Background: an optimization exercise with open tools, aiming at small area, a short achievable clock period and few clock cycles per item. Do not read the settings as production practice.
Only simulation tests tie the RTL to the original design; equivalence was not proved.

Setup of maple:
==> flow/design.v (excerpt) <==
module compass_heading_hard_iron_cal (
  input  logic               clk,
  input  logic               rst,
  input  logic               sample_valid,
  output logic               sample_ready,
  input  logic [1:0]         action,
  input  logic signed [15:0] mag_x,
  input  logic signed [15:0] mag_y,
  input  logic signed [15:0] mag_z,
  output logic               result_valid,
  input  logic               result_ready,
  output logic [8:0]         heading_deg,
  output logic signed [15:0] offset_x,
  output logic signed [15:0] offset_y,
  output logic signed [15:0] offset_z
);
  localparam int CAP = 19;    
  localparam int QN  = 18;     
  localparam int QW  = 5;     
  localparam int CW  = 5;   
  logic              in_fire;
  assign in_fire = sample_valid && sample_ready;
  logic signed [15:0] mx_x, mx_y, mx_z, mn_x, mn_y, mn_z;
  logic signed [15:0] pe_x, pe_y, pe_z;    
  logic signed [16:0] sum_x, sum_y, sum_z;
  logic signed [16:0] mid_x, mid_y, mid_z;
  logic cal_start, cal_sample, cal_end;
  assign cal_start  = in_fire && (action == 2'd1);
  assign cal_sample = in_fire && (action == 2'd2);
  assign cal_end    = in_fire && (action == 2'd3);
  assign sum_x = {mx_x[15], mx_x} + {mn_x[15], mn_x};
  assign sum_y = {mx_y[15], mx_y} + {mn_y[15], mn_y};
  assign sum_z = {mx_z[15], mx_z} + {mn_z[15], mn_z};
  assign mid_x = (sum_x + {16'd0, sum_x[16]}) >>> 1;
  assign mid_y = (sum_y + {16'd0, sum_y[16]}) >>> 1;
  assign mid_z = (sum_z + {16'd0, sum_z[16]}) >>> 1;
  always_ff @(posedge clk) begin
    if (rst) begin
      mx_x <= '0; mx_y <= '0; mx_z <= '0;
      mn_x <= '0; mn_y <= '0; mn_z <= '0;
      pe_x <= '0; pe_y <= '0; pe_z <= '0;
    end else begin
      if (cal_start || (cal_sample && mag_x > mx_x)) mx_x <= mag_x;
      if (cal_start || (cal_sample && mag_y > mx_y)) mx_y <= mag_y;
      if (cal_start || (cal_sample && mag_z > mx_z)) mx_z <= mag_z;
  ...
Size in the first run: ~9500 cells after synthesis, about 1600 flip-flops, ~90000 µm² of cells after synthesis.
Settings: LEC_CHECK=0, CAP_MARGIN=20, CORE_MARGIN=2, CORE_UTILIZATION=65, CTS_CLUSTER_DIAMETER=70, CTS_CLUSTER_SIZE=25, SETUP_SLACK_MARGIN=5, SLEW_MARGIN=20; clock period 9.0 ns.
run.sh (not shown) runs the stock make flow with config.mk's settings and CLKGATE_MAP_FILE= SYNTH_SCRIPT=/design/flow/synth_recipe.tcl, a recipe that flattens the netlist after the stock synthesis.
maple ran to completion and came out clean on the timing, design-rule and antenna checks.
Testbench counts of maple, summed over its fixed seeds: cycles 7,428, items 7,200.
--- input diff maple..pine ---
Settings: swapping 25 for 30 in CTS_CLUSTER_SIZE; swapping 70 for 80 in CTS_CLUSTER_DIAMETER.
==> comparison <==
- Going from maple to pine, time the worst path needs with I/O delays and setup grows by 0.0091 ns.
- Share of the final layout cell area in sequential cells: pine and maple compared, higher one is pine
- Area: pine vs maple -> pine smaller
- Maximum frequency: maple vs pine, no meaningful difference
- Between pine and maple, it is pine whose utilization after layout is lower, by 0.54 points.
- Synthesis-to-finish area growth for pine: 0.83 points down relative to maple

* * *

## v38
Starting RTL as in the previous note.
Settings: LEC_CHECK=0, CAP_MARGIN=0, CORE_MARGIN=2, CORE_UTILIZATION=65, CTS_CLUSTER_DIAMETER=70, CTS_CLUSTER_SIZE=25, SETUP_SLACK_MARGIN=5, SLEW_MARGIN=0; clock period 9.0 ns.
v38: flow completed, timing, DRC and antenna clean
Testbench counts of v38, summed over its fixed seeds: cycles 7,428, items 7,200.
Changes in v3 relative to v38:
Settings: CTS_CLUSTER_SIZE changed from 25 to 27; CORE_UTILIZATION changed from 65 to 68; SLEW_MARGIN changed from 0 to 10; CAP_MARGIN changed from 0 to 10; CTS_CLUSTER_DIAMETER changed from 70 to 75.
Results
Going from v38 to v3, final wirelength rose by 0.61%; inverter count of the layout excluding clock inverters flat; clock period minus final worst setup slack picked up an extra 33 ps. The DRC violation count after routing was comparable across v38 and v3.

-- port drivers added, routing unchanged --
The flow's constraints put no driver on any port. The routed layouts listed below were extracted and timed again, unchanged, in two steps.
Step 1 sets driving cells, clkbuf_16 on the clock port and buf_2 on the other inputs (assumed; they add their load-dependent delay and slew).
Step 2, shift: input delay + t, output delay - t, t = (earliest + latest rising clock arrival at the registers) / 2. This alone moves slack from input paths to output paths.
a / b / c = ideal / step 1 / step 2; a / b = the first two.
| run | t, ns | setup WS [ns] | hold slack, ns | worst setup path after step 2 | worst data-port slew with drivers (ns) |
|---|---|---|---|---|---|
| maple | 0.816 | 5.097 / 5.097 / 4.352 | 0.323 / 0.323 / 0.323 | input to register | 0.13 |
| pine | 0.797 | 5.088 / 5.088 / 4.385 | 0.325 / 0.325 / 0.325 | input to register | 0.13 |
| v38 | 0.816 | 5.090 / 5.083 / 4.268 | 0.321 / 0.321 / 0.321 | input to register | 0.13 |
| v3 | 0.817 | 5.058 / 5.058 / 4.250 | 0.318 / 0.318 / 0.318 | input to register | 0.14 |
After both steps setup and hold are still met in every run listed. The setup slack of v38, which loses most, moves by -0.007 ns with the drivers and by -0.822 ns with both steps.
